Background: an optimization exercise with open tools, aiming at small area, a short achievable clock period and few clock cycles. Do not read the settings as production practice.
Only simulation tests tie the RTL to the original design; equivalence was not proved.
Power and IR drop assume default switching activity.

## uint_to_decimal_ascii_core
module uint_to_decimal_ascii_core (
    input  logic         i_clk,
    input  logic         i_rst_n,
    input  logic         in_valid,
    output logic         in_ready,
    input  logic [31:0]  in_value,
    output logic         out_valid,
    input  logic         out_ready,
    output logic [5:0]   out_char,
    output logic         out_last
);
For scale: roughly 1100 cells after synthesis, roughly 150 flip-flops, ~8900 sq um of cells after synthesis.
Settings: LEC_CHECK=0, ABC_AREA=1, CAP_MARGIN=20, CORE_MARGIN=2, CORE_UTILIZATION=55, CTS_BUF_LIST=sky130_fd_sc_hd__clkbuf_8, PLACE_DENSITY=0.65, SLEW_MARGIN=20; clock period 11.0 ns.
standard.sh (not shown) runs the stock make flow with config.mk's settings and CLKGATE_MAP_FILE= SYNTH_SCRIPT=/design/flow/synth_recipe.tcl, a recipe that flattens the netlist after the stock synthesis.
==> flow/flow/run.sh <==
#!/bin/bash
# The standard layout (standard.sh: the standard flow's own synthesis and ORFS flow) with two changes
# to how it is made: the timing repair aims for SETUP_SLACK_MARGIN ns of setup slack, so
# that the achieved period comes out well below the clock period, and each port gets the
# smallest buffer cell (repair may still resize it). The make output goes to
# flow_make.log.
set -euo pipefail
export SETUP_SLACK_MARGIN=${MARGIN:-7.6}
export BUFFER_PORTS_ARGS="-buffer_cell sky130_fd_sc_hd__buf_1"
bash standard.sh > flow_make.log 2>&1
The starting point finished clean.
Testbench counts at the start, summed over its fixed seeds: cycles 17,923.
Rerun with:
==> flow/flow/run.sh (replaced) <==
#!/bin/bash
# The standard layout (standard.sh: the standard flow's own synthesis and ORFS flow), with its timing
# repair aiming for setup slack of SETUP_SLACK_MARGIN ns beyond the clock period, so that
# the achieved period comes out well below it. The make output goes to flow_make.log.
set -euo pipefail
export SETUP_SLACK_MARGIN=${MARGIN:-7.6}
bash standard.sh > flow_make.log 2>&1
Settings changed: ABC_AREA 1 to default, CORE_UTILIZATION 55 to 40, CTS_BUF_LIST sky130_fd_sc_hd__clkbuf_8 to default, PLACE_DENSITY 0.65 to 0.6.
Routed wire length goes up by a quarter to a third.
Design area goes up by a quarter to a third.
Maximum frequency goes down by a few percent.
Worst hold slack got worse by 40 ps.
Total power goes up by a quarter to a third.
Via count goes up by about a fifth.
Count of clock-buffer cells in the layout goes down by 2.
Synthesized cell count goes down slightly.
Non-clock buffer count goes up by 17.

* * *

The RTL this note starts from:
==> flow/design.v <==
module uint_to_decimal_ascii_core (
    input  logic         i_clk,
    input  logic         i_rst_n,
    input  logic         in_valid,
    output logic         in_ready,
    input  logic [31:0]  in_value,
    output logic         out_valid,
    input  logic         out_ready,
    output logic [5:0]   out_char,
    output logic         out_last
);
    function automatic logic [3:0] add3(input logic [3:0] d);
        add3[3] = d[3] | (d[2] & (d[1] | d[0]));
        add3[2] = (d[2] & !d[1] & !d[0]) | (d[3] & d[0]);
        add3[1] = (!d[2] & d[1]) | (d[2] & d[1] & d[0]) | (d[3] & !d[0]);
        add3[0] = (!d[3] & !d[2] & d[0]) | (d[2] & d[1] & !d[0]) | (d[3] & !d[0]);
    endfunction
    function automatic logic [38:0] dd4(input logic [38:0] bcd, input logic [3:0] nib);
        logic [38:0] b;
        b = bcd;
        for (int s = 3; s >= 0; s--) begin
            for (int j = 0; j < 9; j++) b[4*j +: 4] = add3(b[4*j +: 4]);
            b = {b[37:0], nib[s]};
        end
        dd4 = b;
    endfunction
    function automatic logic [3:0] lead_digit(input logic [39:0] bcd);
        logic [3:0] k;
        k = '0;
        for (int j = 1; j < 10; j++) begin
            if (bcd[4*j +: 4] != 4'd0) k = 4'(j);
        end
        lead_digit = k;
    endfunction
    logic [31:0] r_b;         
    logic [2:0]  r_fidx;      
    logic        r_bvalid;    
    logic        r_bfirst;    
    logic        r_in_ready;
    logic [2:0] top;
    always_comb begin
        top = '0;
        for (int k = 2; k < 8; k++) begin
            if (in_value[4*k +: 4] != 4'd0) top = 3'(k - 1);
        end
    end
    logic [3:0]  r_nib;       
    logic [4:0]  r_nhb;       
    logic        r_nv, r_nfirst, r_nlast;
    logic [38:0] r_cb;
    logic        r_cb_done;
    logic [38:0] r_ob;
    logic [3:0]  r_ob_ptr;
    logic        r_ob_full;
    logic        r_ovalid, r_olast, r_svalid, r_slast;
    logic [3:0]  r_odig, r_sdig;
    logic push, ob_free, cb_move, stall, step, fetch, take, o_free;
    logic [3:0]  f_nib, f_nhi;
    logic [3:0]  ob_dig;
    logic [39:0] ob_x;
    logic [35:0] b_up;    
    assign push    = r_ob_full && !r_svalid;
    assign ob_free = !r_ob_full || (push && r_ob_ptr == 4'd0);
    assign cb_move = r_cb_done && ob_free;
    assign stall   = r_nv && r_nfirst && r_cb_done && !cb_move;
    assign step    = r_nv && !stall;
    assign fetch   = r_bvalid && !stall;
    assign take    = in_valid && r_in_ready;
    assign b_up  = {8'd0, r_b[31:4]};
    assign f_nib = r_b[4*r_fidx +: 4];
    assign f_nhi = b_up[4*r_fidx +: 4];
    assign ob_x  = {1'b0, r_ob};
    assign ob_dig = ob_x[4*r_ob_ptr +: 4];
    logic n_bvalid, n_bfirst, n_nv, n_nfirst, n_cb_done, n_ob_full, n_stall, n_ready_nt;
    logic [2:0] n_fidx;
    logic b_free;
    assign b_free = !r_bvalid || (fetch && r_fidx == 3'd0);
    always_comb begin
        n_bvalid = r_bvalid;
        n_bfirst = r_bfirst;
        n_fidx   = r_fidx;
        n_nv     = fetch || (r_nv && stall);
        n_nfirst = fetch ? r_bfirst : r_nfirst;
        if (fetch) begin
            n_bfirst = 1'b0;
            n_fidx   = r_fidx - 3'd1;
            if (r_fidx == 3'd0) n_bvalid = 1'b0;
        end
        if (b_free) begin
            n_bfirst = 1'b1;
            n_fidx   = top;
        end
        n_cb_done = (r_cb_done && !cb_move) || (step && r_nlast);
        n_ob_full = (r_ob_full && !(push && r_ob_ptr == 4'd0)) || cb_move;
        n_stall   = n_nv && n_nfirst && n_cb_done && n_ob_full;
        n_ready_nt = !n_bvalid || ((fetch ? r_fidx == 3'd1 : r_fidx == 3'd0) && !n_stall);
        if (take) n_bvalid = 1'b1;
    end
    assign o_free = !r_ovalid || out_ready;
    always_ff @(posedge i_clk) begin
        if (!i_rst_n) begin
            r_bvalid   <= 1'b0;
            r_nv       <= 1'b0;
            r_in_ready <= 1'b0;
            r_cb_done  <= 1'b0;
            r_ob_full  <= 1'b0;
            r_ovalid   <= 1'b0;
            r_svalid   <= 1'b0;
        end else begin
            r_bvalid   <= n_bvalid;
            r_nv       <= n_nv;
            r_in_ready <= !take && n_ready_nt;
            r_cb_done  <= n_cb_done;
            r_ob_full  <= n_ob_full;
            if (o_free) begin
                r_ovalid <= r_svalid || push;
                r_svalid <= 1'b0;
            end else if (push) begin
                r_svalid <= 1'b1;
            end
        end
    end
    always_ff @(posedge i_clk) begin
        if (b_free) begin
            r_b <= in_value;
        end
        r_fidx   <= n_fidx;
        r_bfirst <= n_bfirst;
        r_nfirst <= n_nfirst;
        if (fetch) begin
            r_nib   <= f_nib;
            r_nhb   <= {(f_nhi >= 4'd10), f_nhi - ((f_nhi >= 4'd10) ? 4'd10 : 4'd0)};
            r_nlast <= (r_fidx == 3'd0);
        end
        if (step) begin
            r_cb <= dd4(r_nfirst ? {34'd0, r_nhb} : r_cb, r_nib);
        end
        if (cb_move) begin
            r_ob     <= r_cb;
            r_ob_ptr <= lead_digit({1'b0, r_cb});
        end else if (push) begin
            r_ob_ptr <= r_ob_ptr - 4'd1;
        end
        if (o_free) begin
            r_odig  <= r_svalid ? r_sdig : ob_dig;
            r_olast <= r_svalid ? r_slast : (r_ob_ptr == 4'd0);
        end else if (push) begin
            r_sdig  <= ob_dig;
            r_slast <= (r_ob_ptr == 4'd0);
        end
    end
    assign in_ready  = r_in_ready;
    assign out_valid = r_ovalid;
    assign out_char  = {2'b11, r_odig};
    assign out_last  = r_olast;
endmodule
clock: 11.0 ns
lec_check: 0
abc_area: 1
cap_margin: 20
core_margin: 2
core_utilization: 70
cts_buf_list: sky130_fd_sc_hd__clkbuf_8
place_density: 0.75
slew_margin: 20
==> flow/flow/run.sh <==
#!/bin/bash
# The standard layout (standard.sh: the standard flow's synthesis and the ORFS flow), changed in how
# it is made only:
#  - synthesis runs flow/synth.tcl, which is synth_recipe.tcl with ABC's mapping script
#    replaced by flow/abc_area2.script (same registers, smaller logic);
#  - the timing repair aims for SETUP_SLACK_MARGIN ns of setup slack, so that the achieved
#    period comes out well below the clock period;
#  - each port gets the smallest buffer cell (repair may still resize it).
# The make output (all tools) goes to flow_make.log; ORFS keeps each step's log under orfs/logs.
set -euo pipefail
export SETUP_SLACK_MARGIN=${MARGIN:-7.85}
export BUFFER_PORTS_ARGS="-buffer_cell sky130_fd_sc_hd__buf_1"
here=$(pwd)
sed "s#SYNTH_SCRIPT=[^ ]*#SYNTH_SCRIPT=${here}/flow/synth.tcl#" standard.sh > flow_standard.sh
grep -q "SYNTH_SCRIPT=${here}/flow/synth.tcl" flow_standard.sh
bash flow_standard.sh > flow_make.log 2>&1
==> flow/flow/abc_area2.script <==
strash
dch -f
map -a
mfs2
strash
dch -f
map -a
topo
stime -c
buffer -c
dnsize -c
==> flow/flow/synth.tcl <==
# The standard flow's synthesis (synth_recipe.tcl in the work folder), with its final ABC mapping run with
# abc_area2.script (an area-oriented script with two choice/mapping rounds and mfs2) in
# place of ORFS's abc_area.script. Registers and everything else are as synth_recipe.tcl makes
# them.
set ::own_flow_dir [file dirname [file normalize [info script]]]
proc abc {args} {
  set i [lsearch -exact $args -script]
  if {$i >= 0} {
    lset args [expr {$i + 1}] [file join $::own_flow_dir abc_area2.script]
  }
  yosys abc {*}$args
}
source [file join [file dirname $::own_flow_dir] synth_recipe.tcl]
The baseline completed without violations.
Testbench counts at the start, summed over its fixed seeds: cycles 17,925.
Next try:
--- a/flow/config.mk
+++ b/flow/config.mk
@@ -10,5 +10,5 @@
 export CORE_MARGIN = 2
-export CORE_UTILIZATION = 70
+export CORE_UTILIZATION = 55
 export CTS_BUF_LIST = sky130_fd_sc_hd__clkbuf_8
-export PLACE_DENSITY = 0.75
+export PLACE_DENSITY = 0.65
 export SLEW_MARGIN = 20
Outcome: Routed wire length drops by a few percent; synthesized cell count stays the same; worst hold slack stays flat; worst setup slack barely changes; final area decreases slightly; clock skew is about the same; clock power is lower by a few percent; sequential cell count is unchanged; global-route usage fell by 6.3 points.
Next try:
==> flow/flow/abc_area2.script (replaced) <==
strash
&get -n
&dch -f
&nf -R 1000
&put
mfs2
strash
dch -f
map -a
topo
stime -c
buffer -c
dnsize -c
--- a/flow/flow/synth.tcl
+++ b/flow/flow/synth.tcl
@@ -1,3 +1,3 @@
 # The standard flow's synthesis (synth_recipe.tcl in the work folder), with its final ABC mapping run with
-# abc_area2.script (an area-oriented script with two choice/mapping rounds and mfs2) in
+# abc_area2.script (an area-oriented script: choice mapping rounds with &nf and map -a, and mfs2) in
 # place of ORFS's abc_area.script. Registers and everything else are as synth_recipe.tcl makes
The changed run completed with no timing, DRC or antenna violations; global-route usage rises by 0.44 points; via count climbs by 0.50%; setup slack got worse by 0.0079 ns; sequential power climbs by about 0.6%; cell count fell by 0.34%; synthesized cell count shrinks by 1.6%; die area is about the same; wire length is higher by 4.2%; design area rises by 1.5%; synthesized area barely changes; critical path depth does not change.
Next try:
==> flow/flow/abc_area2.script (replaced) <==
strash
dch -f
map -a
mfs2
strash
dch -f
map -a
topo
stime -c
buffer -c
dnsize -c
--- a/flow/flow/synth.tcl
+++ b/flow/flow/synth.tcl
@@ -1,3 +1,3 @@
 # The standard flow's synthesis (synth_recipe.tcl in the work folder), with its final ABC mapping run with
-# abc_area2.script (an area-oriented script: choice mapping rounds with &nf and map -a, and mfs2) in
+# abc_area2.script (an area-oriented script with two choice/mapping rounds and mfs2) in
 # place of ORFS's abc_area.script. Registers and everything else are as synth_recipe.tcl makes
--- a/flow/config.mk
+++ b/flow/config.mk
@@ -12,2 +12,3 @@
 export CTS_BUF_LIST = sky130_fd_sc_hd__clkbuf_8
+export CTS_CLUSTER_SIZE = 30
 export PLACE_DENSITY = 0.65
Hold slack hardly moves.
Design area fell by 1.5%.
Total power fell by 0.52%.
Cell count rises by 0.34%.
Synthesized area hardly moves.
Count of clock-buffer cells in the layout is lower by 2.

-- separate check: timing with driven ports --
In the flow no input, the clock included, has a driving cell. The finished layouts below were timed again as built, in two steps. Step 1 assumes that a clkbuf_16 drives the clock port and a buf_2 every other input. Step 2 adds t to the input delays and takes it off the output delays; t is the mean of the earliest and latest rising clock arrival at the registers after step 1. Input paths then give back, and output paths get back, about the clock's delay inside the block. Slacks: ideal ports / drivers / drivers and shift; pairs: ideal ports / drivers.
run | t, ns | setup WS [ns] | latest minus earliest clock arrival (ns)
the first run of note 1 | 0.479 | 7.857 / 7.822 / 7.514 | 0.015 / 0.014
the second run of note 1 | 0.468 | 7.637 / 7.645 / 7.197 | 0.014 / 0.015
the first run of note 2 | 0.483 | 7.843 / 7.807 / 7.560 | 0.012 / 0.012
the second run of note 2 | 0.480 | 7.843 / 7.804 / 7.507 | 0.013 / 0.013
the third run of note 2 | 0.493 | 7.836 / 7.796 / 7.533 | 0.013 / 0.013
the fourth run of note 2 | 0.480 | 7.843 / 7.804 / 7.507 | 0.013 / 0.013
After both steps every run listed still meets setup and hold. For the second run of note 1, which loses most, drivers alone change the setup slack by +0.008 ns; drivers and shift together by -0.440 ns.
